From an optimization exercise on the open Yosys and OpenROAD flow, aimed at small area, a short achievable clock period and few clock cycles per item; shortcuts taken in it are not production practice. Where RTL was checked, it was by simulation tests only, not by an equivalence proof against the original. No activity file was given, so power comes from the tool's default toggle rates.

Design voltmeter_display_controller_core, start of the top module:
module voltmeter_display_controller_core (
    input  wire logic                           i_clk,
    input  wire logic                           i_rst_n,
    input  wire logic                           i_cfg_we,
    input  wire logic [vdc_pkg::CFG_IDX_W-1:0]  i_cfg_idx,
    input  wire logic [vdc_pkg::CFG_DATA_W-1:0] i_cfg_data,
    input  wire logic                           i_in_valid,
    output      logic                           o_in_ready,
    input  wire logic [vdc_pkg::FUNC_W-1:0]     i_in_func,
    input  wire logic [9:0]                     i_in_sample,
    input  wire logic [vdc_pkg::SW_W-1:0]       i_in_switches,
    output      logic                           o_out_valid,
    input  wire logic                           i_out_ready,
    output      logic [vdc_pkg::SEG_W-1:0]      o_out_segments,
    output      logic                           o_out_digit_high,
  ...
clock: 8.0 ns
lec_check: 0
abc_area: 1
abc_clock_period_in_ps: 2000
cap_margin: 20
core_margin: 2
core_utilization: 40
cts_buf_list: sky130_fd_sc_hd__clkbuf_4 sky130_fd_sc_hd__clkbuf_8
cts_cluster_diameter: 60
cts_cluster_size: 40
place_density: 0.9
slew_margin: 20
standard.sh (not shown) runs the stock make flow with config.mk's settings and CLKGATE_MAP_FILE= SYNTH_SCRIPT=/design/flow/synth_recipe.tcl, a recipe that flattens the netlist after the stock synthesis.
==> flow/flow/run.sh <==
#!/bin/bash
# The standard layout (standard.sh: standard synthesis and ORFS flow),
# with two changes: the port buffers are buf_2 cells instead of the default
# choice, and timing repair aims for a setup slack of 5.3 ns. ORFS writes each
# step's log under orfs/logs/; make's own output goes to standard.log.
set -euo pipefail
export BUFFER_PORTS_ARGS="-buffer_cell sky130_fd_sc_hd__buf_2"
export SETUP_SLACK_MARGIN=5.3
bash standard.sh > standard.log 2>&1
The first run completed without violations.
Testbench counts at the start, summed over its fixed seeds: cycles 17,396, items 16,046.
Then changed:
==> flow/flow/run.sh (replaced) <==
#!/bin/bash
# The standard layout (standard.sh: standard synthesis and ORFS flow),
# with two changes: the port buffers are buf_2 cells instead of the default
# choice, and timing repair aims for a setup slack of 5.6 ns. ORFS writes each
# step's log under orfs/logs/; make's own output goes to standard.log.
set -euo pipefail
export BUFFER_PORTS_ARGS="-buffer_cell sky130_fd_sc_hd__buf_2"
export SETUP_SLACK_MARGIN=5.6
bash standard.sh > standard.log 2>&1
--- a/flow/config.mk
+++ b/flow/config.mk
@@ -14,4 +14,4 @@
 export CTS_CLUSTER_DIAMETER = 60
 export CTS_CLUSTER_SIZE = 40
-export PLACE_DENSITY = 0.9
+export PLACE_DENSITY = 0.75
 export SLEW_MARGIN = 20
Area after synthesis stays the same.
First-iteration DRC count fell by 8.6%.
Synthesized cell count does not change.
Non-clock buffer count rose by 76.
Critical path depth does not change.
Combinational power rose by 38%.
Worst hold slack is about the same.
Via count rose by 5.5%.
Clock power fell by about 7%.
Design area rose by 18%.
Then changed:
==> flow/flow/run.sh (replaced) <==
#!/bin/bash
# Standard layout, with the port buffers made from buf_2 cells instead of the
# default choice, and timing repair aiming further below the clock period.
set -euo pipefail
export BUFFER_PORTS_ARGS="-buffer_cell sky130_fd_sc_hd__buf_2"
export SETUP_SLACK_MARGIN=5
bash standard.sh > standard.log 2>&1
--- a/flow/config.mk
+++ b/flow/config.mk
@@ -6,5 +6,4 @@
 export NUM_CORES = 4
 export LEC_CHECK = 0
-export ABC_AREA = 1
 export ABC_CLOCK_PERIOD_IN_PS = 2000
 export CAP_MARGIN = 20
@@ -14,4 +13,4 @@
 export CTS_CLUSTER_DIAMETER = 60
 export CTS_CLUSTER_SIZE = 40
-export PLACE_DENSITY = 0.75
+export PLACE_DENSITY = 0.9
 export SLEW_MARGIN = 20
The changed run passed the timing, design-rule and antenna checks.
Cell area came out lower by about a fifth.
Die area came out higher slightly.
First-iteration DRC count came out lower by roughly a tenth.
Setup slack gets worse by 310 ps.
Worst hold slack degrades by 17 ps.
Then changed:
==> flow/flow/run.sh (replaced) <==
#!/bin/bash
# The standard layout (standard.sh: standard synthesis and ORFS flow),
# with two changes: the port buffers are buf_2 cells instead of the default
# choice, and timing repair aims for a setup slack of 5.4 ns. ORFS writes each
# step's log under orfs/logs/; make's own output goes to standard.log.
set -euo pipefail
export BUFFER_PORTS_ARGS="-buffer_cell sky130_fd_sc_hd__buf_2"
export SETUP_SLACK_MARGIN=5.4
bash standard.sh > standard.log 2>&1
--- a/flow/config.mk
+++ b/flow/config.mk
@@ -6,4 +6,5 @@
 export NUM_CORES = 4
 export LEC_CHECK = 0
+export ABC_AREA = 1
 export ABC_CLOCK_PERIOD_IN_PS = 2000
 export CAP_MARGIN = 20
@@ -13,4 +14,4 @@
 export CTS_CLUSTER_DIAMETER = 60
 export CTS_CLUSTER_SIZE = 40
-export PLACE_DENSITY = 0.9
+export PLACE_DENSITY = 0.75
 export SLEW_MARGIN = 20
The new run ran to the end with no violations.
Die area shrinks by 0.77%.
Final area grows by 2.1%.
Worst setup slack is better by 310 ps.
Clock-buffer cell count grows by 5.
Power shrinks by 3.4%.
Then changed:
==> flow/flow/run.sh (replaced) <==
#!/bin/bash
# Standard layout, with the port buffers made from buf_2 cells instead of the
# default choice, and timing repair aiming further below the clock period.
set -euo pipefail
export BUFFER_PORTS_ARGS="-buffer_cell sky130_fd_sc_hd__buf_2"
export SETUP_SLACK_MARGIN=5
bash standard.sh > standard.log 2>&1
--- a/flow/config.mk
+++ b/flow/config.mk
@@ -6,5 +6,4 @@
 export NUM_CORES = 4
 export LEC_CHECK = 0
-export ABC_AREA = 1
 export ABC_CLOCK_PERIOD_IN_PS = 2000
 export CAP_MARGIN = 20
@@ -14,4 +13,3 @@
 export CTS_CLUSTER_DIAMETER = 60
 export CTS_CLUSTER_SIZE = 40
-export PLACE_DENSITY = 0.75
 export SLEW_MARGIN = 20
The new run completed with no timing, DRC or antenna violations.
Non-clock buffer count fell by 13.
Routed wire length drops by about 7%.
Die area went up by 0.78%.

========
voltmeter_display_controller_core again, from the RTL that the note above started with.
Settings: LEC_CHECK=0, ABC_CLOCK_PERIOD_IN_PS=2000, CAP_MARGIN=20, CORE_MARGIN=2, CORE_UTILIZATION=40, CTS_BUF_LIST=sky130_fd_sc_hd__clkbuf_4 sky130_fd_sc_hd__clkbuf_8, CTS_CLUSTER_DIAMETER=60, CTS_CLUSTER_SIZE=40, PLACE_DENSITY=0.75, SLEW_MARGIN=20; clock period 8.0 ns.
==> flow/flow/run.sh <==
#!/bin/bash
# The standard layout (standard.sh: standard synthesis and ORFS flow),
# with two changes: the port buffers are buf_2 cells instead of the default
# choice, and timing repair aims for a setup slack of 5 ns. ORFS writes each
# step's log under orfs/logs/; make's own output goes to standard.log.
set -euo pipefail
export BUFFER_PORTS_ARGS="-buffer_cell sky130_fd_sc_hd__buf_2"
export SETUP_SLACK_MARGIN=5
bash standard.sh > standard.log 2>&1
Testbench counts at the start, summed over its fixed seeds: cycles 17,396, items 16,046.
Edit:
--- a/flow/flow/run.sh
+++ b/flow/flow/run.sh
@@ -4 +4 @@
-# choice, and timing repair aims for a setup slack of 5 ns. ORFS writes each
+# choice, and timing repair aims for a setup slack of 5.3 ns. ORFS writes each
@@ -8 +8 @@
-export SETUP_SLACK_MARGIN=5
+export SETUP_SLACK_MARGIN=5.3
- ABC_AREA: not set -> 1
- CAP_MARGIN: 20 -> 10
- SLEW_MARGIN: 20 -> 10
Result: Global-route usage went up by 1.2 points. Clock power went up by 23%. Synthesized cell count went up by 24%. Setup slack is better by 0.26 ns. Final cell count went up by 20%. Die area went down by 0.77%. Wire length went up by 5.8%.
Edit:
==> flow/flow/run.sh (replaced) <==
#!/bin/bash
# Standard layout, with the port buffers made from buf_2 cells instead of the
# default choice, and timing repair aiming further below the clock period.
set -euo pipefail
export BUFFER_PORTS_ARGS="-buffer_cell sky130_fd_sc_hd__buf_2"
export SETUP_SLACK_MARGIN=5
bash standard.sh > standard.log 2>&1
- ABC_AREA: 1 -> not set
- CAP_MARGIN: 10 -> 20
- CTS_CLUSTER_DIAMETER: 60 -> 150
- CTS_CLUSTER_SIZE: 40 -> 80
- PLACE_DENSITY: 0.75 -> not set
- SLEW_MARGIN: 10 -> 20
- via count decreases by 15%
- power increases by 1.1%
- routed wire length shrinks by 4.2%
- final cell count falls by 16%
- non-clock buffer count falls by 5
- die area grows by 0.78%
- area after synthesis rose by 0.79%
- first-iteration DRC count goes down by 27%
- critical path depth went up by 10
Edit:
- CTS_CLUSTER_DIAMETER: 150 -> 60
- CTS_CLUSTER_SIZE: 80 -> 40
- GPL_TIMING_DRIVEN: not set -> 0
What happened: Final area climbs by 3.6%; die area does not change; clock skew is about the same; combinational power hardly moves; first-iteration DRC count came out higher by 0.83%.

========
Another version of the RTL of voltmeter_display_controller_core (not shown whole).
For scale: roughly 81 I/O pins, ~9900 um^2 of cells after synthesis.
Design voltmeter_display_controller_core, start of the top module:
module voltmeter_display_controller_core (
    input  wire logic                           i_clk,
    input  wire logic                           i_rst_n,
    input  wire logic                           i_cfg_we,
    input  wire logic [vdc_pkg::CFG_IDX_W-1:0]  i_cfg_idx,
    input  wire logic [vdc_pkg::CFG_DATA_W-1:0] i_cfg_data,
    input  wire logic                           i_in_valid,
    output      logic                           o_in_ready,
    input  wire logic [vdc_pkg::FUNC_W-1:0]     i_in_func,
    input  wire logic [9:0]                     i_in_sample,
    input  wire logic [vdc_pkg::SW_W-1:0]       i_in_switches,
    output      logic                           o_out_valid,
    input  wire logic                           i_out_ready,
    output      logic [vdc_pkg::SEG_W-1:0]      o_out_segments,
    output      logic                           o_out_digit_high,
    output      logic [vdc_pkg::DUTY_W-1:0]     o_out_duty_percent,
    output      logic [vdc_pkg::PERIOD_W-1:0]   o_out_compare_count,
    output      logic [vdc_pkg::VAL_W-1:0]      o_out_shown_value
);
==> flow/config.mk <==
export PLATFORM = sky130hd
export DESIGN_NAME = voltmeter_display_controller_core
export DESIGN_NICKNAME = voltmeter_display_controller_core
export VERILOG_FILES = /design/flow/design.v
export SDC_FILE = /design/flow/constraint.sdc
export NUM_CORES = 4
export LEC_CHECK = 0
export ABC_CLOCK_PERIOD_IN_PS = 3000
export CAP_MARGIN = 20
export CORE_MARGIN = 2
export CORE_UTILIZATION = 40
export SETUP_SLACK_MARGIN = 4.5
export SLEW_MARGIN = 20
==> flow/constraint.sdc <==
create_clock -name core_clock -period 8.0 [get_ports {i_clk}]
set_input_delay 1.6000 -clock core_clock [delete_from_list [all_inputs] [get_ports {i_clk}]]
set_output_delay 1.6000 -clock core_clock [all_outputs]
set_load 0.01 [all_outputs]
run.sh (not shown) runs the stock make flow with config.mk's settings and CLKGATE_MAP_FILE= SYNTH_SCRIPT=/design/flow/synth_recipe.tcl, a recipe that flattens the netlist after the stock synthesis.
Stock flow here: none of the scripts above is used.
Change:
ABC_CLOCK_PERIOD_IN_PS = 2000   (was 3000)
SETUP_SLACK_MARGIN = 5   (was 4.5)
TNS_END_PERCENT = 0   (was unset)
- utilization increases by 2.3 points
- total power is higher by 3.3%
- sequential power stays flat
- final area came out higher by 4.8%
- global-route usage increases by 0.53 points
- routed wire length came out higher by 4.9%
- sequential share of layout area goes down by 1.4 points
- final cell count climbs by 2.0%
- via count went up by about 3%
- flip-flop and latch count is unchanged
- hold slack hardly moves
Change:
CTS_BUF_LIST = sky130_fd_sc_hd__clkbuf_4 sky130_fd_sc_hd__clkbuf_8   (was unset)
CTS_CLUSTER_DIAMETER = 60   (was unset)
CTS_CLUSTER_SIZE = 40   (was unset)
TNS_END_PERCENT = unset   (was 0)
The changed run finished with timing, DRC and antenna clean.
Total power came out lower by 6.5%.
Clock power fell by 25%.
Die area does not change.
Worst setup slack gets better by 0.11 ns.
Cell area rose by 0.54%.
Via count rises by 1.7%.
No functional check of the RTL was part of any run of this note.

[re-timing with driven ports]
How much do the figures lean on ideal ports? The routed layouts below were timed once more, with nothing changed but the port constraints. Step 1: set_driving_cell puts a clkbuf_16 on i_clk and a buf_2 on each other input, an assumption about the parent block. Step 2 moves the port delays by t, midway between the first and last clock arrival at a register: inputs arrive t later, outputs are due t later. That takes back most of the time a late clock gives input paths. a / b / c = ideal / step 1 / step 2; a / b = the first two.
run	t (ns)	slack for setup (ns)	worst register clock-pin slew, ns	worst data-port slew with drivers (ns)
the first run of note 1	0.490	5.342 / 5.304 / 4.906	0.08 / 0.08	0.05
the second run of note 1	0.487	5.332 / 5.296 / 5.055	0.08 / 0.08	0.07
the third run of note 1	0.482	5.017 / 5.017 / 4.601	0.09 / 0.09	0.06
the fourth run of note 1	0.497	5.329 / 5.290 / 4.995	0.08 / 0.08	0.06
the fifth run of note 1	0.484	5.034 / 5.034 / 4.590	0.09 / 0.09	0.05
the first run of note 2	0.491	5.062 / 5.046 / 4.650	0.09 / 0.09	0.05
the second run of note 2	0.497	5.321 / 5.277 / 4.921	0.08 / 0.08	0.03
the third run of note 2	0.484	5.034 / 5.034 / 4.590	0.09 / 0.09	0.05
the fourth run of note 2	0.481	5.002 / 5.002 / 4.624	0.09 / 0.09	0.05
the first run of note 3	0.470	4.570 / 4.524 / 4.160	0.07 / 0.07	0.04
the second run of note 3	0.468	4.864 / 4.821 / 4.440	0.07 / 0.07	0.04
the third run of note 3	0.487	4.974 / 4.974 / 4.622	0.09 / 0.09	0.05
After both steps setup and hold are still met in every run listed.
